This is an optimization exercise on Yosys and OpenROAD, whose aim is small area, not a production implementation. Function was checked by simulation only, so behaviour that the tests miss may differ from the original. The flow treats the clock pin as an ideal source, which a real chip does not have. Power figures rest on the tool's default switching activity, not on a simulated workload.

==> flow/design.v <==
`default_nettype none
package battle_pkg;
	typedef logic [7:0] coord_t;  
	typedef logic [2:0] colour_t;  
	typedef logic [4:0] fuel_t;
	typedef logic [3:0] jump_t;
	typedef enum logic [2:0] {
		CLEAR,
		PAINT_MAP,
		DRAW_TANKS,
		WAIT_FRAME,
		ERASE,
		STEP,
		DRAW
	} painter_state_t;
endpackage
`default_nettype wire
`timescale 1ns/10ps
`default_nettype none
module battle_top
#(
	parameter int FRAME_PERIOD = 1000
) (
	input logic clock,
	input logic rst,
	input logic [3:0] key,
	output battle_pkg::coord_t pix_x,
	output battle_pkg::coord_t pix_y,
	output battle_pkg::colour_t pix_colour,
	output logic plot,
	output battle_pkg::fuel_t fuel,
	output logic turn
);
	logic [1:0] mode;  
	logic [14:0] q;
	logic [7:0] px;
	logic [6:0] py;
	logic [10:0] c;
	logic [3:0] jump_st;
	assign px = q[7:0];
	assign py = q[14:8];
	assign c = q[10:0];
	assign jump_st = q[14:11];
	localparam logic [3:0] JUMP_TEN = 4'b0001;
	localparam logic [3:0] JUMP_ZERO = 4'b0111;  
	logic [15:0] q_inc;
	logic [14:0] q_nxt;
	logic [3:0] njump;
	logic screen_mode, row_wrap, screen_wrap, map_end, frame_wrap, first_jump;
	logic walk, erase_end;
	assign screen_mode = ~mode[1];
	assign q_inc = {1'b0, q} + 16'd1;
	assign row_wrap = (px == 8'd255);
	assign screen_wrap = q_inc[15];
	assign map_end = screen_wrap && (mode == 2'd1);
	assign frame_wrap = mode[1] && (c == 11'd2047);
	assign first_jump = (mode == 2'd2) && row_wrap && q[8];
	assign walk = mode[1] && c[10] && (c[9:8] == 2'd0) && !c[6];
	assign erase_end = walk && !c[7] && (c[5:0] == 6'd63);
	assign q_nxt = q_inc[14:0] |
		(screen_wrap ? 15'd8 << 8 : 15'd0) |  
		((screen_mode && row_wrap && !map_end) ? 15'd96 : 15'd0) |  
		(map_end ? 15'd1152 : 15'd0) |
		(erase_end ? 15'd59 : 15'd0) |
		(frame_wrap ? 15'd989 : 15'd0) |
		(first_jump ? 15'd330 : 15'd0);
	always_ff @(posedge clock) begin
		if (rst) begin
			mode <= 2'd0;
			q <= {7'd7, 8'd255};  
		end else begin
			q[14:11] <= screen_mode ? q_nxt[14:11] : njump;
			q[10:0] <= q_nxt[10:0];
			if (screen_mode) mode <= mode + {1'b0, screen_wrap};
			else if (first_jump) mode <= 2'd3;
		end
	end
	battle_pkg::coord_t a_x, a_y, b_x, b_y;
	logic upd, rot, hill_px, ground;
	assign upd = mode[1] && (c == 11'd1150);
	logic [4:0] sk;  
	logic [2:0] sx_hi;  
	logic [3:0] sy_hi;  
	assign sx_hi = {px[7] && px[6] && px[5], px[6] ^ px[5], !px[5]};
	assign sy_hi = py[6:3] - 4'd1;
	assign sk = {sx_hi[1:0], px[4:2]};
	assign hill_px = !sx_hi[2] && (
		sk == 5'd5 || sk == 5'd6 || sk == 5'd7 || sk == 5'd8 || sk == 5'd9 ||
		sk == 5'd15 || sk == 5'd16 || sk == 5'd17 || sk == 5'd18 || sk == 5'd19 ||
		sk == 5'd25 || sk == 5'd26 || sk == 5'd27 || sk == 5'd28 || sk == 5'd29);
	logic sy_gt_hill, sy_gt_flat;
	assign sy_gt_hill = (sy_hi > 4'd12) || (sy_hi == 4'd12 && py[2:0] > 3'd6);
	assign sy_gt_flat = (sy_hi == 4'd14) && py[2:1] == 2'b11;
	assign ground = hill_px ? sy_gt_hill : sy_gt_flat;
	battle_pkg::coord_t sum_y;
	logic [7:0] dy;
	always_comb begin
		if (screen_mode) begin
			pix_x = {sx_hi, px[4:0]};
			pix_y = {1'b0, sy_hi, py[2:0]};
			plot = mode[0] || (py[6:3] != 4'd0);
			pix_colour = (mode[0] && ground) ? 3'b111 : 3'b000;
		end else begin
			pix_x = a_x + {4'd0, c[3:0]};
			pix_y = sum_y;
			plot = walk;
			pix_colour = !c[7] ? 3'b000 : (c[5] ? 3'b001 : 3'b010);
		end
	end
	battle_pkg::coord_t nx;
	logic jump_step_ok, stand, fall, rise, go_right, go_left, move_ok;
	logic hill_here, hill_right, hill_left;
	logic fire_key, right_key, left_key, jump_key;
	assign fire_key = ~key[0];
	assign right_key = ~key[1];
	assign left_key = ~key[2];
	assign jump_key = ~key[3];
	assign move_ok = upd && !fire_key && (fuel != 5'd0);
	logic [4:0] ak;
	logic hk_here, hk_next, hk_prev;
	assign ak = a_x[6:2];
	assign hk_here =
		ak == 5'd5 || ak == 5'd6 || ak == 5'd7 || ak == 5'd8 || ak == 5'd9 ||
		ak == 5'd15 || ak == 5'd16 || ak == 5'd17 || ak == 5'd18 || ak == 5'd19 ||
		ak == 5'd25 || ak == 5'd26 || ak == 5'd27 || ak == 5'd28 || ak == 5'd29;
	assign hk_next =
		ak == 5'd4 || ak == 5'd5 || ak == 5'd6 || ak == 5'd7 || ak == 5'd8 ||
		ak == 5'd14 || ak == 5'd15 || ak == 5'd16 || ak == 5'd17 || ak == 5'd18 ||
		ak == 5'd24 || ak == 5'd25 || ak == 5'd26 || ak == 5'd27 || ak == 5'd28;
	assign hk_prev =
		ak == 5'd6 || ak == 5'd7 || ak == 5'd8 || ak == 5'd9 || ak == 5'd10 ||
		ak == 5'd16 || ak == 5'd17 || ak == 5'd18 || ak == 5'd19 || ak == 5'd20 ||
		ak == 5'd26 || ak == 5'd27 || ak == 5'd28 || ak == 5'd29 || ak == 5'd30;
	assign hill_here = !a_x[7] && hk_here;
	assign hill_right = !a_x[7] && ((a_x[1:0] == 2'd3) ? hk_next : hk_here);
	assign hill_left = !a_x[7] && ((a_x[1:0] == 2'd0) ? hk_prev : hk_here);
	function automatic logic le_const(input logic [7:0] v, input logic [7:0] k);
		le_const = 1'b1;
		for (int i = 0; i < 8; i++)
			le_const = k[i] ? (!v[i] || le_const) : (!v[i] && le_const);
	endfunction
	logic y_le_hill, y_le_flat, y_eq_hill, y_eq_flat, on_ground, above_ground;
	assign y_le_hill = le_const(a_y, 8'd102);
	assign y_le_flat = le_const(a_y, 8'd117);
	assign y_eq_hill = (a_y == 8'd102);
	assign y_eq_flat = (a_y == 8'd117);
	assign on_ground = hill_here ? y_eq_hill : y_eq_flat;
	assign above_ground = (hill_here ? y_le_hill : y_le_flat) && !on_ground;
	always_comb begin
		stand = !jump_key && on_ground;
		fall = (!jump_key || jump_st == JUMP_ZERO) && above_ground;
		rise = jump_key && (jump_st != JUMP_ZERO);
		njump = jump_st;
		if (upd) begin
			if (fire_key) njump = JUMP_TEN;
			else if (fuel != 5'd0) begin
				if (stand) njump = JUMP_TEN;
				else if (fall) njump = JUMP_ZERO;
				else if (rise) njump = {jump_st[2:0], jump_st[3] ^ jump_st[2]};
			end
		end
		go_right = right_key && !(a_x[7] && a_x[4]) && (hill_right ? y_le_hill : y_le_flat);
		go_left = !go_right && left_key && (a_x != 8'd0) && (hill_left ? y_le_hill : y_le_flat);
	end
	logic dx_on, dx_neg;
	assign dx_on = move_ok && (go_right || go_left);
	assign dx_neg = move_ok && go_left;
	assign nx = a_x + {{7{dx_neg}}, dx_on};
	always_comb begin
		if (walk) dy = c[4] ? 8'd0 : 8'hff;
		else if (move_ok && rise) dy = 8'hff;
		else if (move_ok && fall) dy = 8'd1;
		else dy = 8'd0;
	end
	assign sum_y = a_y + dy;
	assign rot = screen_mode ||
		(walk && c[4:0] == 5'd31) ||
		(mode[1] && c == 11'd1149 && turn) ||
		(upd && !fire_key) ||
		(mode[1] && c == 11'd1151 && !turn);
	always_ff @(posedge clock) begin
		if (rot) begin
			a_x <= b_x;
			a_y <= b_y;
			if (screen_mode) begin
				b_x <= px[0] ? 8'd76 : 8'd5;
				b_y <= 8'd110;
			end else begin
				b_x <= nx;
				b_y <= sum_y;
			end
		end
	end
	always_ff @(posedge clock) begin
		if (rst) begin
			turn <= 1'b0;
			fuel <= 5'd30;
		end else if (upd) begin
			if (fire_key) begin
				turn <= ~turn;
				fuel <= 5'd30;
			end else if (fuel != 5'd0) begin
				if (go_right || go_left || rise) fuel <= fuel - 5'd1;
			end
		end
	end
endmodule
`default_nettype wire
==> flow/flow/run.sh <==
#!/bin/bash
# The standard layout (standard.sh, the standard flow's own ORFS run with the standard
# synthesis), with two changes:
#  - the port buffers are the smallest buffer, sky130_fd_sc_hd__buf_1; each
#    port drives or is driven by one cell, so a larger one is not needed;
#  - clock tree synthesis inserts no dummy loads.
# Each step's full output stays in orfs/logs; make's own output goes to
# make.log in this folder.
set -euo pipefail
export BUFFER_PORTS_ARGS="-buffer_cell sky130_fd_sc_hd__buf_1"
export CTS_ARGS="-sink_clustering_enable -repair_clock_nets -buf_list sky130_fd_sc_hd__clkbuf_8 -sink_clustering_size 60 -sink_clustering_max_diameter 300 -dont_use_dummy_load"
bash standard.sh > make.log 2>&1
==> flow/standard.sh <==
#!/bin/bash
# synth_recipe.tcl (not shown) runs the flow's synth.tcl, then flattens the netlist and writes it again
# the make line also repeats each setting of config.mk as NAME=value (left out here)
make -C /OpenROAD-flow-scripts/flow DESIGN_CONFIG=/design/flow/config.mk WORK_HOME=/design/flow/orfs CLKGATE_MAP_FILE= SYNTH_SCRIPT=/design/flow/synth_recipe.tcl "${@:-finish}"
==> flow/config.mk <==
export PLATFORM = sky130hd
export DESIGN_NAME = battle_top
export DESIGN_NICKNAME = battle_top
export VERILOG_FILES = /design/flow/design.v
export SDC_FILE = /design/flow/constraint.sdc
export NUM_CORES = 4
export LEC_CHECK = 0
export CAP_MARGIN = 20
export CORE_MARGIN = 2
export CORE_UTILIZATION = 40
export SLEW_MARGIN = 20
==> flow/constraint.sdc <==
create_clock -name core_clock -period 10.0 [get_ports {clock}]
set_input_delay 2.0000 -clock core_clock [delete_from_list [all_inputs] [get_ports {clock}]]
set_output_delay 2.0000 -clock core_clock [all_outputs]
set_load 0.01 [all_outputs]
==> flow_summary.ini, run 1 <==
[place]
placed_area_um2 = 4190
gp_congestion = 0.910
place.port_buffers = 31
dp_hpwl_mm = 7.00

[drt]
route.vias.total = 3188
viasPerCell = 5.41
drt_pass1_iterations = 4
finalWirelength_mm = 9.35
wl_per_cell_um = 15.9
detail_route.iter0.violations = 144
drc = 0
route.antenna.remaining_nets = 0

[clock_tree]
cts-root-to-sink-buffers = 2
clock_latency_ps = 330
post_cts_setup_inserts = 0
clk_pin_slew_worst_paths_ps = 90
cts_max_level = 2
total_clock_buffers_created_by_cts = 5
cts.root.buffer_cell = sky130_fd_sc_hd__clkbuf_8
cts_tree = yes
cts_resized = 0
cts.hold.buffers_added = 0
clock-sinks = 55

[grt]
first_global_vias = 3028
largest_net_degree_at_the_start_of_global_routing = 39
grt_overflow_total = 0
grt_pass1_wl_mm = 15.5
grt_use_total_pct = 17.6
antenna_found_initial = 0

[synth]
netlist-cell-type-count = 64
yosysWarnings = 1
ys_ff_latch = 55
asyncSetResetFlopFracSynth_pct = 0
ys_dominant_reg_cell = sky130_fd_sc_hd__edfxtp_1
postSynthNetCount = 481
sequential_share_of_the_synthesized_area_pct = 35.7
syn-mean-instance-area_um2 = 9.06
syn-cell-area_um2 = 3980
edff_count_synth = 32
synth_cells = 439

[critical_path]
timing.critical_path.required_ps = 8000
worstPathMaxFanout = 7
worst_setup_path_end_kind = output pin
r2r-start = q[1]$_SDFF_PP1_
critPathLaunch = key[0]
critical_path.startpoint_type = input pin
worstSetupPathType = in -> out
worst-endpoint-arrival_ps = 4510

[pwr]
total_power_uw = 580
pwr_density_cell_nw_per_um2 = 136
vdd_drop_max_mv = 0.0635
static-leakage-power_uw = 0.00169

[sta]
setup_total_negative_slack_ps = 0
rsz0062_at_grt = false
clock.fmax_mhz = 154
layout_min_cycle_time_ps = 6510
worst_slew_margin_rel_pct = 49.0
worst_hold_slack_ps = 427
layout_worst_path_cycle_share_pct = 65.1
max_slew_violation_count = 0
setup_violations = 0
timing_hold_violations_final = 0
fin_worst_skew_ps = 28.2
worstMarginPinSlew_ps = 764

[die]
num_rows = 36
dieWidth_um = 104
dieHeight_um = 104
core_um2 = 9730
die_area_um2 = 10800
ioPinCount = 32
initial_core_util_pct = 40.9

[outcome]
status = finished clean

[cells_and_area]
finish.instance_area_um2 = 4260
finish.utilization_pct = 43.8
area_growth_pct = 7.11
drive_gt1_share_pct = 4.61
filler_cell_count = 1005
nets = 500
layout.cells.most_common_list = 43 x sky130_fd_sc_hd__nand2_1, 39 x sky130_fd_sc_hd__nor2_1, 33 x sky130_fd_sc_hd__ha_1
num_antenna_cells = 0
layout_commonest_cell = sky130_fd_sc_hd__nand2_1

[worst_hold_path]
hp-start = b_x[5]$_SDFFCE_PN0P_
min-delay-path-class = reg -> reg

[job]
max_cap_viol_count = 0
metrics by stage:
stage,setup slack (ps),instances
after CTS,3490,589
final,3490,589
after floorplan,3980,439
after global placement,3630,584
after global routing,3250,589
after detailed placement,3500,584
sequential cells by signal (all words and copies together), names as in the netlist:
register	count
a_x	8
a_y	8
b_x	8
b_y	8
fuel	5
mode	2
q	15
turn	1
area by class of cell:
class / instances / area, um^2 / area share, %
Inverter: 19 / 71.3 / 1.67
Tap cell: 133 / 166 / 3.91
Multi-Input combinational cell: 344 / 2400 / 56.4
Sequential cell: 55 / 1420 / 33.4
Timing Repair Buffer: 33 / 131 / 3.08
Clock buffer: 5 / 68.8 / 1.62
metal layers:
layer	track usage, %	up-vias	share of wire [%]
met1	25.0	1496	48
met3	2.83	7	4.4
li1	-	1613	-
met4	3.76	0	0.72
met5	0	-	0
met2	28.6	72	47
worst paths after layout:
check	slack (ps)	depth (start not counted)	end
max	3490	13	pix_y[7]
min	430	0	a_x[5]$_DFFE_PP_
max reg2reg	5540	15	b_x[7]$_SDFFCE_PN0P_
min reg2reg	430	0	a_x[5]$_DFFE_PP_
kinds of logic (layout without fill, tap and decap cells):
kind of cell	count (synthesis)	in the layout	synth area share, %
compound gates	104	104	17.8
xor+xnor	28	28	6.17
fa+ha+maj	36	36	11.9
buf+inv	40	57	3.90
flops	55	55	35.7
mux	13	13	3.43
simple gates	163	163	21.1
worst max-delay path, cell delays in order:
cell,delay (ps)
sky130_fd_sc_hd__buf_1,190
sky130_fd_sc_hd__nand2_1,200
sky130_fd_sc_hd__o22a_1,300
sky130_fd_sc_hd__inv_1,230
sky130_fd_sc_hd__ha_1,280
sky130_fd_sc_hd__a21o_1,170
sky130_fd_sc_hd__a21oi_1,230
sky130_fd_sc_hd__o21bai_1,90
sky130_fd_sc_hd__a21oi_1,210
sky130_fd_sc_hd__o21ai_0,150
sky130_fd_sc_hd__xnor2_1,240
sky130_fd_sc_hd__nor2_1,60
sky130_fd_sc_hd__buf_1,160
synth_stat cells (2+ instances only):
master / n / area [um^2]
sky130_fd_sc_hd__o21a_1: 3 / 22.5
sky130_fd_sc_hd__nor3b_1: 2 / 15.0
sky130_fd_sc_hd__o22ai_1: 2 / 12.5
sky130_fd_sc_hd__nor2_1: 39 / 146
sky130_fd_sc_hd__o21ai_0: 22 / 110
sky130_fd_sc_hd__and3_1: 8 / 50.1
sky130_fd_sc_hd__nand2_1: 43 / 161
sky130_fd_sc_hd__mux2_2: 5 / 56.3
sky130_fd_sc_hd__nor3_1: 7 / 35.0
sky130_fd_sc_hd__xnor2_1: 17 / 149
sky130_fd_sc_hd__fa_1: 3 / 60.1
sky130_fd_sc_hd__and4_1: 3 / 26.3
sky130_fd_sc_hd__and2_1: 5 / 31.3
sky130_fd_sc_hd__a21boi_0: 5 / 37.5
sky130_fd_sc_hd__edfxtp_1: 32 / 961
sky130_fd_sc_hd__buf_2: 4 / 20.0
sky130_fd_sc_hd__a21o_1: 11 / 82.6
sky130_fd_sc_hd__a311oi_1: 3 / 26.3
sky130_fd_sc_hd__nor2b_1: 11 / 68.8
sky130_fd_sc_hd__dfxtp_1: 23 / 460
sky130_fd_sc_hd__o21bai_1: 3 / 22.5
sky130_fd_sc_hd__a31oi_1: 8 / 50.1
sky130_fd_sc_hd__ha_1: 33 / 413
sky130_fd_sc_hd__a211oi_1: 4 / 30.0
sky130_fd_sc_hd__a32o_1: 3 / 30.0
sky130_fd_sc_hd__nand3_1: 17 / 85.1
sky130_fd_sc_hd__a21oi_1: 20 / 100
sky130_fd_sc_hd__o21ai_1: 4 / 20.0
sky130_fd_sc_hd__mux2i_1: 8 / 80.1
sky130_fd_sc_hd__nand2b_1: 9 / 56.3
sky130_fd_sc_hd__clkbuf_1: 16 / 60.1
sky130_fd_sc_hd__nand3b_1: 3 / 22.5
sky130_fd_sc_hd__inv_1: 19 / 71.3
sky130_fd_sc_hd__xor2_1: 11 / 96.3
sky130_fd_sc_hd__nand4_1: 4 / 25.0
power by group:
| group | total [uW] | switching, uW | internal [uW] |
|---|---|---|---|
| registers | 285 | 33.5 | 252 |
| clock network | 116 | 70.9 | 45.5 |
| logic | 178 | 97.6 | 80.5 |
| total | 580 | 202 | 378 |
==> run 2, diff against run 1 <==
==> flow/flow/run.sh (replaced) <==
#!/bin/bash
# Own layout flow:
#  1. the standard synthesis (standard.sh synth), unchanged;
#  2. the logic between its registers remapped by Yosys/ABC for area
#     (remap.ys, remap.abc); every register keeps its cell and its name;
#  3. the standard layout (standard.sh) of that netlist, given to ORFS
#     as SYNTH_NETLIST_FILES, with two changes:
#     - the port buffers are sky130_fd_sc_hd__buf_1: each port drives or is
#       driven by one cell, so a larger buffer is not needed;
#     - clock tree synthesis inserts no dummy loads.
# Logs: make_synth.log and synth_orfs/ (step 1), yosys_remap.log (step 2),
# make.log and orfs/logs (step 3), all in this folder.
set -euo pipefail
work=$(pwd)
plat=$FLOW_PLATFORM
lib=$FLOW_HOME/platforms/$plat/lib/sky130_fd_sc_hd__tt_025C_1v80.lib
dontuse=""
for c in probe_p_8 probec_p_8 lpflow_bleeder_1 lpflow_clkbufkapwr_1 lpflow_clkbufkapwr_16 \
	lpflow_clkbufkapwr_2 lpflow_clkbufkapwr_4 lpflow_clkbufkapwr_8 lpflow_clkinvkapwr_1 \
	lpflow_clkinvkapwr_16 lpflow_clkinvkapwr_2 lpflow_clkinvkapwr_4 lpflow_clkinvkapwr_8 \
	lpflow_decapkapwr_12 lpflow_decapkapwr_3 lpflow_decapkapwr_4 lpflow_decapkapwr_6 \
	lpflow_decapkapwr_8 lpflow_inputiso0n_1 lpflow_inputiso0p_1 lpflow_inputiso1n_1 \
	lpflow_inputiso1p_1 lpflow_inputisolatch_1 lpflow_isobufsrc_1 lpflow_isobufsrc_16 \
	lpflow_isobufsrc_2 lpflow_isobufsrc_4 lpflow_isobufsrc_8 lpflow_isobufsrckapwr_16 \
	lpflow_lsbuf_lh_hl_isowell_tap_1 lpflow_lsbuf_lh_hl_isowell_tap_2 \
	lpflow_lsbuf_lh_hl_isowell_tap_4 lpflow_lsbuf_lh_isowell_4 lpflow_lsbuf_lh_isowell_tap_1 \
	lpflow_lsbuf_lh_isowell_tap_2 lpflow_lsbuf_lh_isowell_tap_4; do
	dontuse="$dontuse -dont_use sky130_fd_sc_hd__$c"
done

# 1. standard synthesis
bash standard.sh synth > make_synth.log 2>&1
cp orfs/results/$plat/battle_top/base/1_2_yosys.v std_synth.v
mv orfs synth_orfs

# 2. remap the logic
sed -e "s|@LIB@|$lib|g" -e "s|@TOP@|$FLOW_TOP|g" -e "s|@WORK@|$work|g" \
	-e "s|@DONTUSE@|$dontuse|g" flow/remap.ys > remap_run.ys
yosys -l yosys_remap.log remap_run.ys > /dev/null 2>&1

# 3. layout
export SYNTH_NETLIST_FILES=$work/remap.v
export BUFFER_PORTS_ARGS="-buffer_cell sky130_fd_sc_hd__buf_1"
export CTS_ARGS="-sink_clustering_enable -repair_clock_nets -buf_list sky130_fd_sc_hd__clkbuf_8 -sink_clustering_size 60 -sink_clustering_max_diameter 300 -dont_use_dummy_load"
bash standard.sh > make.log 2>&1
==> flow/flow/remap.abc (new file) <==
strash
balance
rewrite
refactor
balance
rewrite
rewrite -z
balance
refactor -z
rewrite -z
balance
dch -f
amap
strash
dch -f
amap
strash
dch -f
amap
topo
stime -c
==> flow/flow/remap.ys (new file) <==
# Remaps the logic between the registers of the standard synthesis for
# area. The registers stay as they are: same cells, same instance names.
read_liberty -ignore_miss_func @LIB@
read_verilog @WORK@/std_synth.v
hierarchy -top @TOP@
setattr -mod -set keep_hierarchy 1 sky130_fd_sc_hd__df* sky130_fd_sc_hd__edf* sky130_fd_sc_hd__sdf* sky130_fd_sc_hd__sedf* sky130_fd_sc_hd__dl*
flatten
opt_clean -purge
blackbox sky130_fd_sc_hd__*
read_liberty -lib -nooverwrite -ignore_miss_func @LIB@
abc -script @WORK@/flow/remap.abc -liberty @LIB@ @DONTUSE@ @TOP@
opt_clean -purge
splitnets
setundef -zero
hilomap -singleton -hicell sky130_fd_sc_hd__conb_1 HI -locell sky130_fd_sc_hd__conb_1 LO
insbuf -buf sky130_fd_sc_hd__buf_4 A X
opt_clean -purge
hierarchy -top @TOP@
check -assert -mapped
stat -liberty @LIB@
write_verilog -noattr -nohex -nodec @WORK@/remap.v
==> run 2 against run 1 <==
  * Still clean on timing, DRC and antenna
  * Synthesized cell count up 5.9%
  * Highest routed layer unchanged
  * Critical endpoint unchanged
  * Wire length is 3.7% lower
  * Global-route usage is 1.1 points higher
==> flow_summary.ini, run 2 <==
[cells_and_area]
nets = 487
finish.utilization_pct = 43.2
layout_commonest_cell = sky130_fd_sc_hd__nor2_1
filler_cell_count = 905
regMostFlops = q
area_growth_pct = 5.53
final_cells = 587
layout.cells.most_common_list = 91 x sky130_fd_sc_hd__nor2_1, 65 x sky130_fd_sc_hd__clkinv_1, 33 x sky130_fd_sc_hd__o21ai_0
drive_gt1_share_pct = 1.88
num_antenna_cells = 0
largest_register_ffs = 15

[drt]
route.vias.total = 3303
route.antenna.remaining_nets = 0
wl_per_cell_um = 15.3
viasPerCell = 5.63
drc = 0
finalWirelength_mm = 9.00
drt_pass1_iterations = 5
detail_route.iter0.violations = 189

[die]
dieHeight_um = 98.3
initial_core_util_pct = 40.9
die_area_um2 = 9650
ioPinCount = 32
num_rows = 34
core_um2 = 8680
dieWidth_um = 98.3

[sta]
clock.fmax_mhz = 124
layout_worst_path_cycle_share_pct = 80.6
fin_ws_ps = 1940
layout_min_cycle_time_ps = 8060
rsz0062_at_grt = false
worst_slew_margin_rel_pct = 34.5
fin_worst_skew_ps = 27.0
worstMarginPinSlew_ps = 981
setup_total_negative_slack_ps = 0
timing_hold_violations_final = 0
setup_violations = 0
max_slew_violation_count = 0

[clock_tree]
clock-sinks = 55
cts.root.buffer_cell = sky130_fd_sc_hd__clkbuf_8
cts.hold.buffers_added = 0
total_clock_buffers_created_by_cts = 5
post_cts_setup_inserts = 0
clk_pin_slew_worst_paths_ps = 80
cts_max_level = 2
cts_resized = 0
clock_latency_ps = 320
cts-root-to-sink-buffers = 2
cts_tree = yes

[place]
dp_hpwl_mm = 6.74
dp_cells = 581
place.port_buffers = 31
minimum_setup_slack_after_placement_ps = 2020
gp_congestion = 0.850

[worst_hold_path]
min-delay-path-class = reg -> reg

[grt]
grt_use_total_pct = 18.8
grt_use_met2_pct = 30.0
grt_overflow_total = 0
most_used_routing_layer_in_global_routing = met2
grt_util_met1_pct = 26.5
first_global_vias = 2948
largest_net_degree_at_the_start_of_global_routing = 33
use_met3_pct = 3.15
grt_pass1_wl_mm = 14.7
antenna_found_initial = 0

[pwr]
static-leakage-power_uw = 0.00120
vdd_drop_max_mv = 0.0521
total_power_uw = 470
pwr_density_cell_nw_per_um2 = 125

[critical_path]
worst_setup_path_end_kind = output pin
worstSetupPathType = in -> out
worstPathMaxFanout = 11
worst-endpoint-arrival_ps = 6060
critical_path.startpoint_type = input pin
timing.critical_path.required_ps = 8000

[job]
max_cap_viol_count = 0

[outcome]
status = finished clean

[synth]
yosysWarnings = 0
syn-mean-instance-area_um2 = 7.64
postSynthNetCount = 471
synth_cells = 465
syn-cell-area_um2 = 3550
-- run 2: changes by cell type in the layout (fill, tap and decap cells not counted), sizes merged, moves of 11 or more --
| cell | delta |
|---|---|
| nor3 | +12 |
| o22ai | +13 |
| a21o | -11 |
| nand2 | -15 |
| ha | -33 |
| inv | -19 |
| or3 | +11 |
| clkinv | +65 |
| nor2 | +52 |
| xnor2 | -17 |
| xor2 | -11 |
| nand3 | -13 |
-- run 2: layer usage --
| layer | wire [um] | part of all wire, % |
|---|---|---|
| met1 | 4530 | 50 |
| met2 | 4000 | 44 |
| met4 | 94 | 1.0 |
| met5 | 0 | 0 |
| met3 | 387 | 4.3 |
-- run 2: path summary, 6_finish.rpt --
check / start / endpoint / slack, ps / cells after the start
max: key[0] / pix_y[7] / 1940 / 20
min: b_x[2]$_SDFFCE_PN1P_ / a_x[2]$_DFFE_PP_ / 420 / 0
max reg2reg: q[4]$_SDFF_PP1_ / b_y[7]$_SDFFCE_PN0P_ / 4640 / 22
min reg2reg: b_x[2]$_SDFFCE_PN1P_ / a_x[2]$_DFFE_PP_ / 420 / 0
-- run 2: power breakdown --
part	total [uW]	switching [uW]	internal [uW]	leakage [uW]
clock network	117	71.1	45.6	0.0000359
registers	260	13.1	246	0.000518
logic	94.0	61.0	33.0	0.000642
total	470	145	325	0.00120
-- run 2: critical path, stage by stage --
cell and delay, ps:
sky130_fd_sc_hd__buf_1 110, sky130_fd_sc_hd__clkinv_1 190, sky130_fd_sc_hd__or3_1 460, sky130_fd_sc_hd__o22ai_1 660, sky130_fd_sc_hd__clkinv_1 470, sky130_fd_sc_hd__o21ai_0 230
sky130_fd_sc_hd__nand2_1 140, sky130_fd_sc_hd__o22ai_1 220, sky130_fd_sc_hd__nor2_1 60, sky130_fd_sc_hd__nor2_1 120, sky130_fd_sc_hd__nand2_1 90, sky130_fd_sc_hd__o21ai_0 130
sky130_fd_sc_hd__nand2_1 80, sky130_fd_sc_hd__o21ai_0 100, sky130_fd_sc_hd__and2_0 180, sky130_fd_sc_hd__a21oi_1 70, sky130_fd_sc_hd__o22ai_1 210, sky130_fd_sc_hd__nor2_1 80
sky130_fd_sc_hd__a211oi_1 250, sky130_fd_sc_hd__buf_1 190
-- run 2: area by class of cell --
type                       instances  area (um^2)  area share (%)
tap                              108          135            3.60
sequential                        55         1420            37.9
inverter                          65          244            6.51
timing repair buffer              34          159            4.24
clock buffer                       5         68.8            1.84
multi-input combinational        320         1720            45.9
-- run 2: through the flow --
stage | area, um^2 | hold WS [ps]
floorplan | 3550 | 400
global placement | 3650 | 400
detailed placement | 3650 | 405
CTS | 3720 | 425
global route | 3750 | 428
finish | 3750 | 424
==> run 3, diff against run 2 <==
--- a/flow/flow/run.sh
+++ b/flow/flow/run.sh
@@ -3,11 +3,14 @@
 #  1. the standard synthesis (standard.sh synth), unchanged;
 #  2. the logic between its registers remapped by Yosys/ABC for area
-#     (remap.ys, remap.abc); every register keeps its cell and its name;
+#     (remap.ys with each of remap_*.abc; the smallest result is kept);
+#     every register keeps its cell and its name;
 #  3. the standard layout (standard.sh) of that netlist, given to ORFS
 #     as SYNTH_NETLIST_FILES, with two changes:
 #     - the port buffers are sky130_fd_sc_hd__buf_1: each port drives or is
 #       driven by one cell, so a larger buffer is not needed;
-#     - clock tree synthesis inserts no dummy loads.
-# Logs: make_synth.log and synth_orfs/ (step 1), yosys_remap.log (step 2),
+#     - clock tree synthesis inserts no dummy loads, and a clock buffer
+#       whose flip-flop clock pins see a slew over 100 ps is upsized
+#       (post_cts.tcl, run as ORFS's POST_CTS_TCL hook).
+# Logs: make_synth.log and synth_orfs/ (step 1), yosys_remap_*.log (step 2),
 # make.log and orfs/logs (step 3), all in this folder.
 set -euo pipefail
@@ -35,7 +38,23 @@
 
 # 2. remap the logic
-sed -e "s|@LIB@|$lib|g" -e "s|@TOP@|$FLOW_TOP|g" -e "s|@WORK@|$work|g" \
-	-e "s|@DONTUSE@|$dontuse|g" flow/remap.ys > remap_run.ys
-yosys -l yosys_remap.log remap_run.ys > /dev/null 2>&1
+best=""
+best_area=""
+for script in flow/remap_*.abc; do
+	name=$(basename $script .abc)
+	sed -e "s|@LIB@|$lib|g" -e "s|@TOP@|$FLOW_TOP|g" -e "s|@WORK@|$work|g" \
+		-e "s|@DONTUSE@|$dontuse|g" -e "s|@ABC@|$work/$script|g" \
+		-e "s|@OUT@|$work/$name.v|g" flow/remap.ys > ${name}_run.ys
+	if yosys -l yosys_$name.log ${name}_run.ys > /dev/null 2>&1; then
+		area=$(grep 'Chip area' yosys_$name.log | tail -1 | awk '{print $NF}')
+		echo "$name: $area" >> remap_areas.txt
+		if [[ -z "$best" ]] || awk "BEGIN { exit !($area < $best_area) }"; then
+			best=$name
+			best_area=$area
+		fi
+	fi
+done
+[[ -n "$best" ]]
+echo "kept: $best" >> remap_areas.txt
+cp $best.v remap.v
 
 # 3. layout
@@ -43,3 +62,4 @@
 export BUFFER_PORTS_ARGS="-buffer_cell sky130_fd_sc_hd__buf_1"
 export CTS_ARGS="-sink_clustering_enable -repair_clock_nets -buf_list sky130_fd_sc_hd__clkbuf_8 -sink_clustering_size 60 -sink_clustering_max_diameter 300 -dont_use_dummy_load"
+export POST_CTS_TCL=$work/flow/post_cts.tcl
 bash standard.sh > make.log 2>&1
==> flow/flow/post_cts.tcl (new file) <==
# Upsizes each clock tree buffer whose flip-flop clock pins see a slew over
# 100 ps (placement estimate) to sky130_fd_sc_hd__clkbuf_16, then legalizes.
estimate_parasitics -placement
set changed 0
foreach inst [get_cells *] {
  set m [get_property $inst ref_name]
  if {![string match "sky130_fd_sc_hd__clkbuf_*" $m] || $m eq "sky130_fd_sc_hd__clkbuf_16"} { continue }
  set out [get_pins -of_objects $inst -filter "direction == output"]
  set net [get_nets -of_objects $out]
  set worst 0
  foreach p [get_pins -of_objects $net -filter "direction == input"] {
    if {[string match "*/CLK" [get_full_name $p]]} {
      set s [get_property $p slew_max]
      if {$s > $worst} { set worst $s }
    }
  }
  if {$worst > 0.100} {
    puts "post_cts: [get_full_name $inst] $m clock pin slew $worst ns, now sky130_fd_sc_hd__clkbuf_16"
    replace_cell $inst sky130_fd_sc_hd__clkbuf_16
    incr changed
  }
}
if {$changed > 0} {
  detailed_placement
  estimate_parasitics -placement
}
--- a/flow/flow/remap.ys
+++ b/flow/flow/remap.ys
@@ -9,5 +9,5 @@
 blackbox sky130_fd_sc_hd__*
 read_liberty -lib -nooverwrite -ignore_miss_func @LIB@
-abc -script @WORK@/flow/remap.abc -liberty @LIB@ @DONTUSE@ @TOP@
+abc -script @ABC@ -liberty @LIB@ @DONTUSE@ @TOP@
 opt_clean -purge
 splitnets
@@ -19,3 +19,3 @@
 check -assert -mapped
 stat -liberty @LIB@
-write_verilog -noattr -nohex -nodec @WORK@/remap.v
+write_verilog -noattr -nohex -nodec @OUT@
==> flow/flow/remap_a.abc (new file) <==
strash
balance
rewrite
refactor
balance
rewrite
rewrite -z
balance
refactor -z
rewrite -z
balance
dch -f
amap
strash
dch -f
amap
strash
dch -f
amap
topo
stime -c
==> flow/flow/remap_b.abc (new file) <==
strash
balance
rewrite
refactor
balance
rewrite
rewrite -z
balance
refactor -z
rewrite -z
balance
dch -f
amap
strash
dch -f
map -a
strash
dch -f
amap
topo
stime -c
==> flow/flow/remap_c.abc (new file) <==
strash
ifraig
balance
rewrite
refactor
balance
rewrite
rewrite -z
balance
refactor -z
rewrite -z
balance
dch -f
amap
strash
dch -f
amap
strash
dch -f
amap
topo
stime -c
--- a/flow/config.mk
+++ b/flow/config.mk
@@ -6,6 +6,6 @@
 export NUM_CORES = 4
 export LEC_CHECK = 0
-export CAP_MARGIN = 20
+export CAP_MARGIN = 0
 export CORE_MARGIN = 2
 export CORE_UTILIZATION = 40
-export SLEW_MARGIN = 20
+export SLEW_MARGIN = 0
removed: flow/flow/remap.abc
==> run 3 against run 2 <==
  * Register-to-register slack worse by 120 ps
  * Largest cell class unchanged
  * Worst setup slack better by 330 ps
  * Sequential share of layout area up 0.99 points
  * Still clean on timing, DRC and antenna
  * Largest power group unchanged
  * Global-route usage decreased by 0.60 points
  * Cell area decreased by 2.5%
  * Non-clock buffer count stayed put
  * Worst hold slack lost 1.6 ps
  * Cell count shrank 2.0%
  * Synthesized area fell by 2.0%
==> flow_summary.ini, run 3 <==
[outcome]
status = finished clean

[critical_path]
critical-path-slowest-cell = sky130_fd_sc_hd__a2111oi_0
critical_path.most_common_cell = sky130_fd_sc_hd__nand2_1
worstSetupPathType = reg -> out
worst_path_largest_cell_delay_ps = 680
buf_inv_on_cp = 3
critical_path.startpoint_type = flop
timing.critical_path.required_ps = 8000
worstPathMaxFanout = 10
worst_setup_path_end_kind = output pin
worst-endpoint-arrival_ps = 5730
r2r.worst_path.cells = 18
kind_of_cell_adding_the_most_delay_to_the_critical_path = compound AO/OA/AOI/OAI gates
timing.critical_path.depth = 25

[grt]
grt_overflow_total = 0
grt_use_met2_pct = 29.1
grt_util_met1_pct = 26.0
antenna_found_initial = 0
grt_use_total_pct = 18.2
largest_net_degree_at_the_start_of_global_routing = 35
most_used_routing_layer_in_global_routing = met2
grt_pass1_wl_mm = 14.2
use_met3_pct = 3.24
first_global_vias = 2916

[drt]
viasPerCell = 5.61
wl_per_cell_um = 15.1
drt_pass1_iterations = 5
route.antenna.remaining_nets = 0
detail_route.iter0.violations = 147
finalWirelength_mm = 8.67
drc = 0
route.vias.total = 3227

[cells_and_area]
num_antenna_cells = 0
regArea_um2 = 1420
nets = 475
layout_commonest_cell = sky130_fd_sc_hd__nor2_1
filler_cell_count = 902
largest_register_ffs = 15
area_growth_pct = 5.00
multiInputGateArea_um2 = 1630
regMostFlops = q
drive_gt1_share_pct = 1.93
layout.cells.most_common_list = 88 x sky130_fd_sc_hd__nor2_1, 66 x sky130_fd_sc_hd__clkinv_1, 41 x sky130_fd_sc_hd__nand2_1
finish.utilization_pct = 42.5

[synth]
syn-cell-area_um2 = 3480
synth_cells = 453
syn-mean-instance-area_um2 = 7.68
postSynthNetCount = 459
yosysWarnings = 0

[sta]
worst_slew_margin_rel_pct = 31.4
fin_worst_skew_ps = 9.92
layout_worst_path_cycle_share_pct = 77.3
clock.fmax_mhz = 129
layout_min_cycle_time_ps = 7730
max_slew_violation_count = 0
timing_hold_violations_final = 0
setup_total_negative_slack_ps = 0
worstMarginPinSlew_ps = 1000
setup_violations = 0
rsz0062_at_grt = false

[pwr]
cell_internal_pwr_uw = 332
sequential_share_of_power_pct = 54.6
static-leakage-power_uw = 0.00122
power.clock.fraction_pct = 26.6
vdd_drop_max_mv = 0.0701
combinational_fraction_of_design_power_pct = 18.8
power.switching_uw = 138
pwr_density_cell_nw_per_um2 = 129
net_sw_share_pct = 29.4

[die]
dieWidth_um = 97.3
core_um2 = 8590
ioPinCount = 32
die_area_um2 = 9460
initial_core_util_pct = 40.5
dieHeight_um = 97.3
num_rows = 34

[clock_tree]
clock_latency_ps = 310
clk_pin_slew_worst_paths_ps = 80
clock-sinks = 55
cts_tree = yes

[place]
place.port_buffers = 31
dp_hpwl_mm = 6.61
gp_congestion = 0.887

[job]
max_cap_viol_count = 0

[worst_hold_path]
min-delay-path-class = reg -> reg
timing.hold.worst_path_depth = 0
## run 3: area by class of cell
cell class                 count  share of cell area, %
multi-input combinational    307                   44.6
sequential                    55                   38.9
inverter                      66                   6.78
timing repair buffer          34                   3.80
tap                          108                   3.70
clock buffer                   5                   2.19
## run 3: power groups by stage
stage	clock, uW	sequential (uW)	combinational, uW
global route	135	258	100
finish	125	256	88.5
detailed placement	0	261	88.4
floorplan	0	258	78.1
global placement	0	261	87.6
## run 3: worst paths after layout
kind | slack, ps | to | start
worst max-delay path | 2270 | pix_y[7] | a_x[6]$_DFFE_PP_
worst min register to register | 420 | a_x[5]$_DFFE_PP_ | b_x[5]$_SDFFCE_PN0P_
worst min-delay path | 420 | a_x[5]$_DFFE_PP_ | b_x[5]$_SDFFCE_PN0P_
worst max register to register | 4520 | b_x[6]$_DFFE_PP_ | a_x[6]$_DFFE_PP_
## run 3: through the flow
stage | instance area, um^2 | worst slack [ps] | power, uW | instances | hold WS (ps)
2_1_floorplan | 3480 | 3250 | 337 | 453 | 400
3_3_place_gp | 3570 | 2610 | 349 | 570 | 400
3_5_place_dp | 3570 | 2490 | 350 | 570 | 405
5_1_grt | 3650 | 1820 | 494 | 575 | 429
6_report | 3650 | 2270 | 470 | 575 | 422
## run 3: metal layers
metal	up-vias	part of all wire [%]
met1	1491	49
met3	4	5.2
met5	-	0
met4	0	0.60
li1	1645	-
met2	87	45
==> run 4, diff against run 3 <==
--- a/flow/config.mk
+++ b/flow/config.mk
@@ -6,6 +6,6 @@
 export NUM_CORES = 4
 export LEC_CHECK = 0
-export CAP_MARGIN = 0
+export CAP_MARGIN = 20
 export CORE_MARGIN = 2
 export CORE_UTILIZATION = 40
-export SLEW_MARGIN = 0
+export SLEW_MARGIN = 20
==> run 4 against run 3 <==
  * Clock-buffer cell count is the same
  * Combinational power is essentially flat
  * Synthesized area stayed put
  * Critical path depth stayed put
  * Cell count unchanged
  * Clock skew up 0.72 ps
  * Utilization about the same
  * Via count is essentially flat
  * Global-route usage stayed put
  * Die area did not move
  * First-iteration DRC count up 11%
  * Largest power group unchanged
  * Highest routed layer unchanged
==> flow_summary.ini, run 4 <==
[outcome]
status = finished clean

[die]
num_rows = 34
core_um2 = 8590
dieHeight_um = 97.3
ioPinCount = 32
die_area_um2 = 9460
initial_core_util_pct = 40.5
dieWidth_um = 97.3

[sta]
fin_ws_ps = 2250
setup_total_negative_slack_ps = 0
worst_slew_margin_rel_pct = 34.5
rsz0062_at_grt = false
layout_worst_path_cycle_share_pct = 77.5
max_slew_violation_count = 0
worstMarginPinSlew_ps = 983
layout_min_cycle_time_ps = 7750
setup_violations = 0
worst_hold_slack_ps = 422
timing_hold_violations_final = 0
fin_worst_skew_ps = 10.6
clock.fmax_mhz = 129

[synth]
synth_cells = 453
yosysWarnings = 0
syn-mean-instance-area_um2 = 7.68
syn-cell-area_um2 = 3480
postSynthNetCount = 459

[cells_and_area]
regMostFlops = q
multiInputGateArea_um2 = 1630
largest_register_ffs = 15
layout_commonest_cell = sky130_fd_sc_hd__nor2_1
area_growth_pct = 5.07
nets = 475
drive_gt1_share_pct = 1.93
filler_cell_count = 902
layout.cells.most_common_list = 88 x sky130_fd_sc_hd__nor2_1, 66 x sky130_fd_sc_hd__clkinv_1, 41 x sky130_fd_sc_hd__nand2_1
finish.utilization_pct = 42.6
num_antenna_cells = 0
regArea_um2 = 1420

[pwr]
pwr_density_cell_nw_per_um2 = 128
static-leakage-power_uw = 0.00122
sequential_share_of_power_pct = 54.6
combinational_fraction_of_design_power_pct = 18.9
cell_internal_pwr_uw = 332
net_sw_share_pct = 29.4
power.switching_uw = 138
vdd_drop_max_mv = 0.0698
power.clock.fraction_pct = 26.5

[drt]
drt_pass1_iterations = 5
wl_per_cell_um = 15.1
viasPerCell = 5.61
route.vias.total = 3224
drc = 0
finalWirelength_mm = 8.66
route.antenna.remaining_nets = 0
detail_route.iter0.violations = 163

[critical_path]
critical_path.startpoint_type = flop
timing.critical_path.required_ps = 8000
crit_reg_reg_endpoint = b_y[7]$_SDFFCE_PN0P_
worst_setup_path_end_kind = output pin
worst-endpoint-arrival_ps = 5750
worstSetupPathType = reg -> out
worstPathMaxFanout = 10
timing.reg2reg.setup_slack_ps = 4550
r2r-start = a_x[6]$_DFFE_PP_
r2r.worst_path.cells = 24

[grt]
grt_overflow_total = 0
grt_pass1_wl_mm = 14.2
first_global_vias = 2916
antenna_found_initial = 0
grt_use_total_pct = 18.2
largest_net_degree_at_the_start_of_global_routing = 35

[clock_tree]
clock-sinks = 55
cts_tree = yes
clock_latency_ps = 310
clk_pin_slew_worst_paths_ps = 80

[place]
place.port_buffers = 31
minimum_setup_slack_after_placement_ps = 2490
gp_congestion = 0.887
dp_hpwl_mm = 6.61

[worst_hold_path]
timing.hold.worst_path_depth = 0
hold-path-endpoint = a_x[5]$_DFFE_PP_
hp-start = b_x[5]$_SDFFCE_PN0P_
min-delay-path-class = reg -> reg

[job]
max_cap_viol_count = 0
run 4: critical path: stages, from the launching register on:
cell and delay (ps):
sky130_fd_sc_hd__edfxtp_1 480, sky130_fd_sc_hd__clkinv_1 310, sky130_fd_sc_hd__nor2_1 310, sky130_fd_sc_hd__nor3_1 80, sky130_fd_sc_hd__a2111oi_0 630, sky130_fd_sc_hd__nand2_1 190, sky130_fd_sc_hd__a31oi_1 180, sky130_fd_sc_hd__nor4_1 100
sky130_fd_sc_hd__a2111oi_0 680, sky130_fd_sc_hd__clkinv_1 210, sky130_fd_sc_hd__o21ai_0 260, sky130_fd_sc_hd__nand2_1 150, sky130_fd_sc_hd__o22ai_1 180, sky130_fd_sc_hd__nand2_1 110, sky130_fd_sc_hd__o21ai_0 120, sky130_fd_sc_hd__nand2_1 130
sky130_fd_sc_hd__o21ai_0 150, sky130_fd_sc_hd__nand2_1 80, sky130_fd_sc_hd__o21ai_0 110, sky130_fd_sc_hd__nand2_1 100, sky130_fd_sc_hd__o21ai_0 140, sky130_fd_sc_hd__nor2_1 80, sky130_fd_sc_hd__nor2_1 130, sky130_fd_sc_hd__nor2_1 60
sky130_fd_sc_hd__a211oi_1 270, sky130_fd_sc_hd__buf_1 190
run 4: per-layer routing:
layer / wire length (um) / GRT usage, %
met4: 52 / 3.63
met1: 4260 / 26.0
met3: 416 / 3.24
met2: 3930 / 29.1
met5: 0 / 0
run 4: how the worst max path moves through the flow:
stage	start	to	depth (start not counted)
floorplan	key[3]	pix_y[7]	20
global placement	key[3]	pix_y[7]	18
detailed placement	key[3]	pix_y[7]	18
global route	a_x[5]$_DFFE_PP_	pix_y[7]	25
finish	a_x[6]$_DFFE_PP_	pix_y[7]	25
run 4: metrics by stage:
stage	total power, uW	instance area [um^2]	instances
2_1_floorplan	337	3480	453
3_3_place_gp	349	3570	570
3_5_place_dp	350	3570	570
5_1_grt	494	3660	575
6_report	470	3660	575
run 4: area by class of cell:
| type | count | share of cell area [%] |
|---|---|---|
| Clock buffer | 5 | 2.19 |
| Inverter | 66 | 6.77 |
| Multi-Input combinational cell | 307 | 44.7 |
| Sequential cell | 55 | 38.9 |
| Tap cell | 108 | 3.69 |
| Timing Repair Buffer | 34 | 3.80 |
run 4: power by group through the flow:
stage	clock network, uW	logic (uW)	registers (uW)
2_1_floorplan	0	78.1	258
3_3_place_gp	0	87.6	261
3_5_place_dp	0	88.4	261
5_1_grt	135	101	258
6_report	125	88.6	256
==> run 5, diff against run 4 <==
--- a/flow/design.v
+++ b/flow/design.v
@@ -93,4 +93,7 @@
 	assign sy_gt_flat = (sy_hi == 4'd14) && py[2:1] == 2'b11;
 	assign ground = hill_px ? sy_gt_hill : sy_gt_flat;
+	battle_pkg::coord_t sum_x;
+	logic [7:0] op_x;
+	logic cin_x;
 	battle_pkg::coord_t sum_y;
 	logic [7:0] dy;
@@ -102,5 +105,5 @@
 			pix_colour = (mode[0] && ground) ? 3'b111 : 3'b000;
 		end else begin
-			pix_x = a_x + {4'd0, c[3:0]};
+			pix_x = sum_x;
 			pix_y = sum_y;
 			plot = walk;
@@ -117,22 +120,18 @@
 	assign jump_key = ~key[3];
 	assign move_ok = upd && !fire_key && (fuel != 5'd0);
-	logic [4:0] ak;
-	logic hk_here, hk_next, hk_prev;
-	assign ak = a_x[6:2];
-	assign hk_here =
-		ak == 5'd5 || ak == 5'd6 || ak == 5'd7 || ak == 5'd8 || ak == 5'd9 ||
-		ak == 5'd15 || ak == 5'd16 || ak == 5'd17 || ak == 5'd18 || ak == 5'd19 ||
-		ak == 5'd25 || ak == 5'd26 || ak == 5'd27 || ak == 5'd28 || ak == 5'd29;
+	logic [5:0] ak;
+	logic hk_this, hk_next;
+	assign ak = a_x[7:2];
+	assign hk_this =
+		ak == 6'd9 || ak == 6'd10 || ak == 6'd11 || ak == 6'd12 || ak == 6'd13 ||
+		ak == 6'd19 || ak == 6'd20 || ak == 6'd21 || ak == 6'd22 || ak == 6'd23 ||
+		ak == 6'd29 || ak == 6'd30 || ak == 6'd31 || ak == 6'd32 || ak == 6'd33;
 	assign hk_next =
-		ak == 5'd4 || ak == 5'd5 || ak == 5'd6 || ak == 5'd7 || ak == 5'd8 ||
-		ak == 5'd14 || ak == 5'd15 || ak == 5'd16 || ak == 5'd17 || ak == 5'd18 ||
-		ak == 5'd24 || ak == 5'd25 || ak == 5'd26 || ak == 5'd27 || ak == 5'd28;
-	assign hk_prev =
-		ak == 5'd6 || ak == 5'd7 || ak == 5'd8 || ak == 5'd9 || ak == 5'd10 ||
-		ak == 5'd16 || ak == 5'd17 || ak == 5'd18 || ak == 5'd19 || ak == 5'd20 ||
-		ak == 5'd26 || ak == 5'd27 || ak == 5'd28 || ak == 5'd29 || ak == 5'd30;
-	assign hill_here = !a_x[7] && hk_here;
-	assign hill_right = !a_x[7] && ((a_x[1:0] == 2'd3) ? hk_next : hk_here);
-	assign hill_left = !a_x[7] && ((a_x[1:0] == 2'd0) ? hk_prev : hk_here);
+		ak == 6'd8 || ak == 6'd9 || ak == 6'd10 || ak == 6'd11 || ak == 6'd12 ||
+		ak == 6'd18 || ak == 6'd19 || ak == 6'd20 || ak == 6'd21 || ak == 6'd22 ||
+		ak == 6'd28 || ak == 6'd29 || ak == 6'd30 || ak == 6'd31 || ak == 6'd32;
+	assign hill_left = hk_this;
+	assign hill_here = (a_x[1:0] == 2'd3) ? hk_next : hk_this;
+	assign hill_right = a_x[1] ? hk_next : hk_this;
 	function automatic logic le_const(input logic [7:0] v, input logic [7:0] k);
 		le_const = 1'b1;
@@ -160,11 +159,21 @@
 			end
 		end
-		go_right = right_key && !(a_x[7] && a_x[4]) && (hill_right ? y_le_hill : y_le_flat);
-		go_left = !go_right && left_key && (a_x != 8'd0) && (hill_left ? y_le_hill : y_le_flat);
+		go_right = right_key && (a_x != 8'd159) && (hill_right ? y_le_hill : y_le_flat);
+		go_left = !go_right && left_key && (a_x != 8'd15) && (hill_left ? y_le_hill : y_le_flat);
 	end
 	logic dx_on, dx_neg;
 	assign dx_on = move_ok && (go_right || go_left);
 	assign dx_neg = move_ok && go_left;
-	assign nx = a_x + {{7{dx_neg}}, dx_on};
+	always_comb begin
+		if (walk) begin
+			op_x = {4'hf, c[3:0]};
+			cin_x = 1'b1;
+		end else begin
+			op_x = {8{dx_neg}};
+			cin_x = dx_on && !dx_neg;
+		end
+	end
+	assign sum_x = a_x + op_x + {7'd0, cin_x};
+	assign nx = sum_x;
 	always_comb begin
 		if (walk) dy = c[4] ? 8'd0 : 8'hff;
@@ -184,5 +193,5 @@
 			a_y <= b_y;
 			if (screen_mode) begin
-				b_x <= px[0] ? 8'd76 : 8'd5;
+				b_x <= px[0] ? 8'd76 + 8'd15 : 8'd5 + 8'd15;
 				b_y <= 8'd110;
 			end else begin
==> flow/flow/remap_e4.abc (new file) <==
strash
ifraig
balance
rewrite
refactor
balance
rewrite
rewrite -z
balance
refactor -z
rewrite -z
balance
dch -f
amap
strash
dch -f
amap
strash
dch -f
amap
topo
stime -c
==> flow/flow/remap_f1.abc (new file) <==
strash
ifraig
balance -l
resub -K 6 -l
rewrite -l
resub -K 6 -N 2 -l
refactor -l
resub -K 8 -l
balance -l
resub -K 8 -N 2 -l
rewrite -l
resub -K 10 -l
rewrite -z -l
resub -K 10 -N 2 -l
balance -l
resub -K 12 -l
refactor -z -l
resub -K 12 -N 2 -l
rewrite -z -l
balance -l
dch -f
amap
strash
dch -f
amap
strash
dch -f
amap
topo
stime -c
==> flow/flow/remap_f3.abc (new file) <==
strash
ifraig
balance
rewrite
refactor
balance
rewrite
rewrite -z
balance
refactor -z
rewrite -z
balance
balance -l
resub -K 6 -l
rewrite -l
resub -K 6 -N 2 -l
refactor -l
resub -K 8 -l
balance -l
resub -K 8 -N 2 -l
rewrite -l
resub -K 10 -l
rewrite -z -l
resub -K 10 -N 2 -l
balance -l
resub -K 12 -l
refactor -z -l
resub -K 12 -N 2 -l
rewrite -z -l
balance -l
dch -f
amap
strash
dch -f
amap
strash
dch -f
amap
topo
stime -c
==> flow/flow/remap_f4.abc (new file) <==
strash
ifraig
balance -l
resub -K 6 -l
rewrite -l
resub -K 6 -N 2 -l
refactor -l
resub -K 8 -l
balance -l
resub -K 8 -N 2 -l
rewrite -l
resub -K 10 -l
rewrite -z -l
resub -K 10 -N 2 -l
balance -l
resub -K 12 -l
refactor -z -l
resub -K 12 -N 2 -l
rewrite -z -l
balance -l
dch -f
amap
strash
balance -l
resub -K 6 -l
rewrite -l
resub -K 6 -N 2 -l
refactor -l
resub -K 8 -l
balance -l
resub -K 8 -N 2 -l
rewrite -l
resub -K 10 -l
rewrite -z -l
resub -K 10 -N 2 -l
balance -l
resub -K 12 -l
refactor -z -l
resub -K 12 -N 2 -l
rewrite -z -l
balance -l
dch -f
amap
topo
stime -c
==> flow/flow/remap_f6.abc (new file) <==
strash
ifraig
balance -l
resub -K 6 -l
rewrite -l
resub -K 6 -N 2 -l
refactor -l
resub -K 8 -l
balance -l
resub -K 8 -N 2 -l
rewrite -l
resub -K 10 -l
rewrite -z -l
resub -K 10 -N 2 -l
balance -l
resub -K 12 -l
refactor -z -l
resub -K 12 -N 2 -l
rewrite -z -l
balance -l
dch -f
amap
strash
dch -f
amap
strash
dch -f
amap
strash
dch -f
amap
strash
dch -f
amap
topo
stime -c
removed: flow/flow/remap_a.abc
removed: flow/flow/remap_b.abc
removed: flow/flow/remap_c.abc
==> run 5 against run 4 <==
  * Still clean
  * Worst hold slack lost 7.8 ps
  * Die area down 4.2%
  * Global-route usage increased by 0.84 points
  * Synthesized area fell by 4.3%
  * Synthesized cell count fell by 7.7%
  * Wire length decreased by 5.9%
  * First-iteration DRC count is 13% higher
  * Cell count decreased by 6.8%
  * Cell area decreased by 4.4%
  * Combinational power grew 7.3%
  * Utilization grew 0.42 points
  * Critical path depth down 1
  * Critical endpoint unchanged
==> flow_summary.ini, run 5 <==
[drt]
drc = 0
drt_pass1_iterations = 5
finalWirelength_mm = 8.15
wl_per_cell_um = 15.2
route.vias.total = 2956
route.antenna.remaining_nets = 0
viasPerCell = 5.51
detail_route.iter0.violations = 185

[pwr]
vdd_drop_max_mv = 0.0680
power.clock.fraction_pct = 25.8
pwr_density_cell_nw_per_um2 = 137
power.switching_uw = 141
combinational_fraction_of_design_power_pct = 19.9
sequential_share_of_power_pct = 54.4
static-leakage-power_uw = 0.00116
net_sw_share_pct = 29.5
cell_internal_pwr_uw = 337

[cells_and_area]
drive_gt1_share_pct = 1.86
num_antenna_cells = 0
area_growth_pct = 5.00
filler_cell_count = 826
finish.utilization_pct = 43.0
layout.cells.most_common_list = 65 x sky130_fd_sc_hd__nor2_1, 58 x sky130_fd_sc_hd__clkinv_1, 43 x sky130_fd_sc_hd__o21ai_0
layout_commonest_cell = sky130_fd_sc_hd__nor2_1
nets = 439
regMostFlops = q
largest_register_ffs = 15

[die]
dieHeight_um = 95.2
core_um2 = 8130
num_rows = 33
dieWidth_um = 95.2
initial_core_util_pct = 40.9
die_area_um2 = 9070
ioPinCount = 32

[critical_path]
timing.critical_path.required_ps = 8000
worstSetupPathType = in -> out
critical_path.startpoint_type = input pin
worst-endpoint-arrival_ps = 6240
worst_setup_path_end_kind = output pin
worstPathMaxFanout = 13

[outcome]
status = finished clean

[sta]
fin_worst_skew_ps = 11.4
layout_min_cycle_time_ps = 8240
timing_hold_violations_final = 0
setup_violations = 0
worst_slew_margin_rel_pct = 42.2
rsz0062_at_grt = false
layout_worst_path_cycle_share_pct = 82.4
max_slew_violation_count = 0
setup_total_negative_slack_ps = 0
worstMarginPinSlew_ps = 863
clock.fmax_mhz = 121

[grt]
antenna_found_initial = 0
grt_use_total_pct = 19.0
grt_overflow_total = 0
first_global_vias = 2717
largest_net_degree_at_the_start_of_global_routing = 37
grt_pass1_wl_mm = 13.4

[clock_tree]
clock-sinks = 55
clock_latency_ps = 310
cts_tree = yes
clk_pin_slew_worst_paths_ps = 90

[synth]
syn-cell-area_um2 = 3330
synth_cells = 418
postSynthNetCount = 424
syn-mean-instance-area_um2 = 7.97
yosysWarnings = 0

[place]
dp_hpwl_mm = 6.08
place.port_buffers = 31
gp_congestion = 0.900

[job]
max_cap_viol_count = 0

[worst_hold_path]
min-delay-path-class = reg -> reg
==> run 5: cell count changes in the layout (fill, tap and decap cells not counted), sizes merged, moves of 4 or more <==
cell / change
a31oi: -9
clkinv: -8
nor2: -23
a2111oi: -4
o21ai: +8
o211ai: +4
a21oi: +7
nand2: -7
o22ai: -4
o32ai: -12
==> run 5: area by class of cell <==
class	instances	area (um^2)	share of cell area [%]
clock buffer	5	80.1	2.29
inverter	58	218	6.23
multi-input combinational	280	1510	43.3
sequential	55	1420	40.7
tap	105	131	3.76
timing repair buffer	33	131	3.76
==> run 5: stage by stage <==
step | setup WS (ps) | std cells | cell area (um^2) | power, uW | hold WS (ps)
after floorplan | 2710 | 418 | 3330 | 346 | 400
after detailed placement | 1770 | 531 | 3420 | 360 | 405
after global routing | 1060 | 536 | 3500 | 507 | 428
final | 1760 | 536 | 3500 | 478 | 414
after global placement | 1860 | 531 | 3420 | 359 | 400
==> run 5: path summary, 6_finish.rpt <==
check	slack (ps)	end	cells after the start	from
min reg2reg	410	a_y[5]$_DFFE_PP_	0	b_y[5]$_SDFFCE_PN1P_
max reg2reg	4220	b_y[7]$_SDFFCE_PN0P_	27	q[5]$_SDFF_PP1_
min	410	a_y[5]$_DFFE_PP_	0	b_y[5]$_SDFFCE_PN1P_
max	1760	pix_y[7]	24	key[0]
==> run 5: worst max-delay path, stage by stage <==
cell	delay [ps]
sky130_fd_sc_hd__buf_1	170
sky130_fd_sc_hd__nand2_1	140
sky130_fd_sc_hd__nor3_1	440
sky130_fd_sc_hd__clkinv_1	200
sky130_fd_sc_hd__o22ai_1	590
sky130_fd_sc_hd__clkinv_1	480
sky130_fd_sc_hd__o21ai_0	230
sky130_fd_sc_hd__nand2_1	110
sky130_fd_sc_hd__clkinv_1	70
sky130_fd_sc_hd__nor2_1	50
sky130_fd_sc_hd__a21oi_1	160
sky130_fd_sc_hd__nand2_1	100
sky130_fd_sc_hd__o21ai_0	120
sky130_fd_sc_hd__nand2_1	110
sky130_fd_sc_hd__o21ai_0	140
sky130_fd_sc_hd__nand2_1	80
sky130_fd_sc_hd__o21ai_0	110
sky130_fd_sc_hd__nand2_1	100
sky130_fd_sc_hd__o21ai_0	110
sky130_fd_sc_hd__nand2_1	100
sky130_fd_sc_hd__o21ai_0	120
sky130_fd_sc_hd__nor2_1	80
sky130_fd_sc_hd__a211oi_1	260
sky130_fd_sc_hd__buf_1	200
==> run 5: metal layers <==
layer	vias to the layer above	wire, um	GRT usage (%)	part of all wire [%]
met1	1358	3870	26.3	47
li1	1510	-	-	-
met5	-	0	0	0
met2	80	3770	30.6	46
met4	0	94	4.95	1.2
met3	8	417	3.48	5.1
==> run 5: power by group through the flow <==
stage / logic [uW] / registers, uW / clock network [uW]
detailed placement: 95.1 / 265 / 0
global route: 109 / 262 / 136
finish: 95.1 / 260 / 123
global placement: 94.5 / 265 / 0
floorplan: 84.6 / 261 / 0
==> run 6, diff against run 5 <==
==> flow/flow/remap_g3.abc (new file) <==
strash
ifraig
balance -l
resub -K 6 -l
rewrite -l
resub -K 6 -N 2 -l
refactor -l
resub -K 8 -l
balance -l
resub -K 8 -N 2 -l
rewrite -l
resub -K 10 -l
rewrite -z -l
resub -K 10 -N 2 -l
balance -l
resub -K 12 -l
refactor -z -l
resub -K 12 -N 2 -l
rewrite -z -l
balance -l
dch -f
amap
strash
dch -f
map -a
strash
dch -f
amap
topo
stime -c
==> flow/flow/remap_g5.abc (new file) <==
strash
ifraig
balance -l
resub -K 6 -l
rewrite -l
resub -K 6 -N 2 -l
refactor -l
resub -K 8 -l
balance -l
resub -K 8 -N 2 -l
rewrite -l
resub -K 10 -l
rewrite -z -l
resub -K 10 -N 2 -l
balance -l
resub -K 12 -l
refactor -z -l
resub -K 12 -N 2 -l
rewrite -z -l
balance -l
dch -f
amap -F 3
strash
dch -f
amap -F 3
topo
stime -c
==> flow/flow/remap_h3.abc (new file) <==
strash
ifraig
balance -l
resub -K 6 -l
rewrite -l
resub -K 6 -N 2 -l
refactor -l
resub -K 8 -l
balance -l
resub -K 8 -N 2 -l
rewrite -l
resub -K 10 -l
rewrite -z -l
resub -K 10 -N 2 -l
balance -l
resub -K 12 -l
refactor -z -l
resub -K 12 -N 2 -l
rewrite -z -l
balance -l
dch -f
amap -F 3 -m
strash
dch -f
amap -F 3 -m
topo
stime -c
==> flow/flow/remap_h6.abc (new file) <==
strash
ifraig
balance -l
resub -K 6 -l
rewrite -l
resub -K 6 -N 2 -l
refactor -l
resub -K 8 -l
balance -l
resub -K 8 -N 2 -l
rewrite -l
resub -K 10 -l
rewrite -z -l
resub -K 10 -N 2 -l
balance -l
resub -K 12 -l
refactor -z -l
resub -K 12 -N 2 -l
rewrite -z -l
balance -l
dch -f
amap -F 3
strash
dch -f
amap -F 3
strash
dch -f
amap -F 3
topo
stime -c
removed: flow/flow/remap_e4.abc
removed: flow/flow/remap_f1.abc
removed: flow/flow/remap_f4.abc
removed: flow/flow/remap_f6.abc
==> run 6 against run 5 <==
  * Largest power group unchanged
  * Sequential cell count unchanged
  * Clock-buffer cell count unchanged
  * Utilization fell by 0.11 points
  * Clock power fell by 9%
  * Worst hold slack better by 8.1 ps
  * Power is 5.0% lower
==> flow_summary.ini, run 6 <==
[cells_and_area]
largest_register_ffs = 15
area_growth_pct = 5.64
regMostFlops = q
num_antenna_cells = 0
layout.cells.most_common_list = 63 x sky130_fd_sc_hd__nor2_1, 55 x sky130_fd_sc_hd__clkinv_1, 40 x sky130_fd_sc_hd__a21oi_1
layout_commonest_cell = sky130_fd_sc_hd__nor2_1
nets = 432
filler_cell_count = 878
drive_gt1_share_pct = 1.89

[critical_path]
worst-endpoint-arrival_ps = 6020
worstPathMaxFanout = 9
timing.critical_path.required_ps = 8000
timing.reg2reg.setup_slack_ps = 4310
worst_setup_path_end_kind = output pin
crit_reg_reg_endpoint = b_y[7]$_SDFFCE_PN0P_
critical_path.startpoint_type = flop
worstSetupPathType = reg -> out
r2r.worst_path.cells = 23
r2r-start = q[5]$_SDFF_PP1_

[grt]
most_used_routing_layer_in_global_routing = met2
antenna_found_initial = 0
grt_pass1_wl_mm = 13.6
grt_use_total_pct = 19.3
grt_overflow_total = 0
grt_use_met2_pct = 31.7
grt_util_met1_pct = 26.8
first_global_vias = 2736
use_met3_pct = 2.63
largest_net_degree_at_the_start_of_global_routing = 33

[drt]
drt_pass1_iterations = 5
wl_per_cell_um = 15.5
route.antenna.remaining_nets = 0
viasPerCell = 5.62
finalWirelength_mm = 8.18
detail_route.iter0.violations = 169
route.vias.total = 2972
drc = 0

[clock_tree]
cts_tree = yes
clock-sinks = 55
clk_pin_slew_worst_paths_ps = 90
clock_latency_ps = 310

[synth]
syn-cell-area_um2 = 3280
postSynthNetCount = 417
syn-mean-instance-area_um2 = 7.99
yosysWarnings = 0
synth_cells = 411

[die]
dieHeight_um = 94.6
die_area_um2 = 8950
dieWidth_um = 94.6
num_rows = 33
core_um2 = 8090
initial_core_util_pct = 40.6
ioPinCount = 32

[sta]
max_slew_violation_count = 0
setup_total_negative_slack_ps = 0
layout_min_cycle_time_ps = 8020
timing_hold_violations_final = 0
clock.fmax_mhz = 125
worstMarginPinSlew_ps = 728
worst_hold_slack_ps = 423
worst_slew_margin_rel_pct = 51.2
setup_violations = 0
fin_worst_skew_ps = 13.1
layout_worst_path_cycle_share_pct = 80.2
rsz0062_at_grt = false

[place]
gp_congestion = 0.942
place.port_buffers = 31
dp_hpwl_mm = 6.23

[outcome]
status = finished clean

[worst_hold_path]
min-delay-path-class = reg -> reg
timing.hold.worst_path_depth = 0
hold-path-endpoint = a_x[6]$_DFFE_PP_
hp-start = b_x[6]$_DFFE_PP_

[pwr]
pwr_density_cell_nw_per_um2 = 131
static-leakage-power_uw = 0.00116
vdd_drop_max_mv = 0.0545

[job]
max_cap_viol_count = 0
-- run 6: per-stage QoR --
stage               instances  power, uW  area, um^2  utilization [%]  setup WS [ps]
floorplan                 411        333        3280                -           3020
global placement          523        347        3370             41.7           2510
detailed placement        523        348        3370             41.7           2350
global route              529        476        3470             42.9           1360
finish                    529        455        3470             42.9           1980
-- run 6: metal layers --
metal | vias to the layer above | share of wire, %
met3 | 10 | 3.1
met4 | 0 | 1.6
met5 | - | 0
met2 | 60 | 49
met1 | 1383 | 46
li1 | 1519 | -
-- run 6: where the power goes --
part	leakage, uW	total (uW)	internal, uW	switching, uW
Sequential	0.000508	259	247	11.6
Clock	0.0000359	112	45.4	66.1
Combinational	0.000612	84.2	29.0	55.2
-- run 6: layout make-up --
cell class | instances | area, um^2 | area share [%]
Multi-Input combinational cell | 276 | 1490 | 42.9
Inverter | 55 | 206 | 5.95
Clock buffer | 5 | 68.8 | 1.98
Sequential cell | 55 | 1420 | 41.0
Timing Repair Buffer | 33 | 151 | 4.36
Tap cell | 105 | 131 | 3.79
-- run 6: worst max-delay path: stages (launching register included) --
cell,delay [ps]
sky130_fd_sc_hd__dfxtp_1,480
sky130_fd_sc_hd__clkinv_1,200
sky130_fd_sc_hd__o22ai_1,270
sky130_fd_sc_hd__nand2_1,150
sky130_fd_sc_hd__o21ai_0,230
sky130_fd_sc_hd__o22ai_1,140
sky130_fd_sc_hd__or4_1,500
sky130_fd_sc_hd__or3_1,390
sky130_fd_sc_hd__nor3_1,570
sky130_fd_sc_hd__a31oi_1,430
sky130_fd_sc_hd__nor2_1,270
sky130_fd_sc_hd__nor2_1,60
sky130_fd_sc_hd__a21oi_1,190
sky130_fd_sc_hd__a22oi_1,150
sky130_fd_sc_hd__o22ai_1,190
sky130_fd_sc_hd__nand2_1,90
sky130_fd_sc_hd__o21ai_0,110
sky130_fd_sc_hd__nand2_1,150
sky130_fd_sc_hd__o21ai_0,160
sky130_fd_sc_hd__o21ai_0,140
sky130_fd_sc_hd__o21ai_0,150
sky130_fd_sc_hd__nor2_1,70
sky130_fd_sc_hd__a211oi_1,270
sky130_fd_sc_hd__o21bai_1,170
sky130_fd_sc_hd__buf_1,170
-- run 6: how the worst max path moves through the flow --
stage,slack (ps),start,end
detailed placement,2350,key[0],pix_y[6]
global placement,2510,key[0],pix_y[6]
global route,1360,q[5]$_SDFF_PP1_,pix_y[6]
floorplan,3020,key[0],pix_y[7]
finish,1980,q[5]$_SDFF_PP1_,pix_x[6]

[afterwards: timing with drivers on the ports]
Ports are ideal in the flow. The routed layouts listed here were re-timed in OpenROAD. Step 1: set_driving_cell puts a clkbuf_16 on clock and a buf_2 on each other input, an assumption about the parent block. Step 2 times the ports against the registers' clock, not the clock port: input delays grow and output delays shrink by t, the midpoint of the rising clock arrivals with the driver on. Slacks: ideal / step 1 / step 2; pairs: ideal / step 1.
run	shift t [ns]	setup WS [ns]
run 1	0.346	3.488 / 3.455 / 3.455
run 2	0.340	1.944 / 1.920 / 1.920
run 3	0.331	2.271 / 2.241 / 2.347
run 4	0.331	2.253 / 2.223 / 2.350
run 5	0.331	1.761 / 1.738 / 1.738
run 6	0.334	1.979 / 1.947 / 2.259
After both steps every run listed still meets setup and hold.
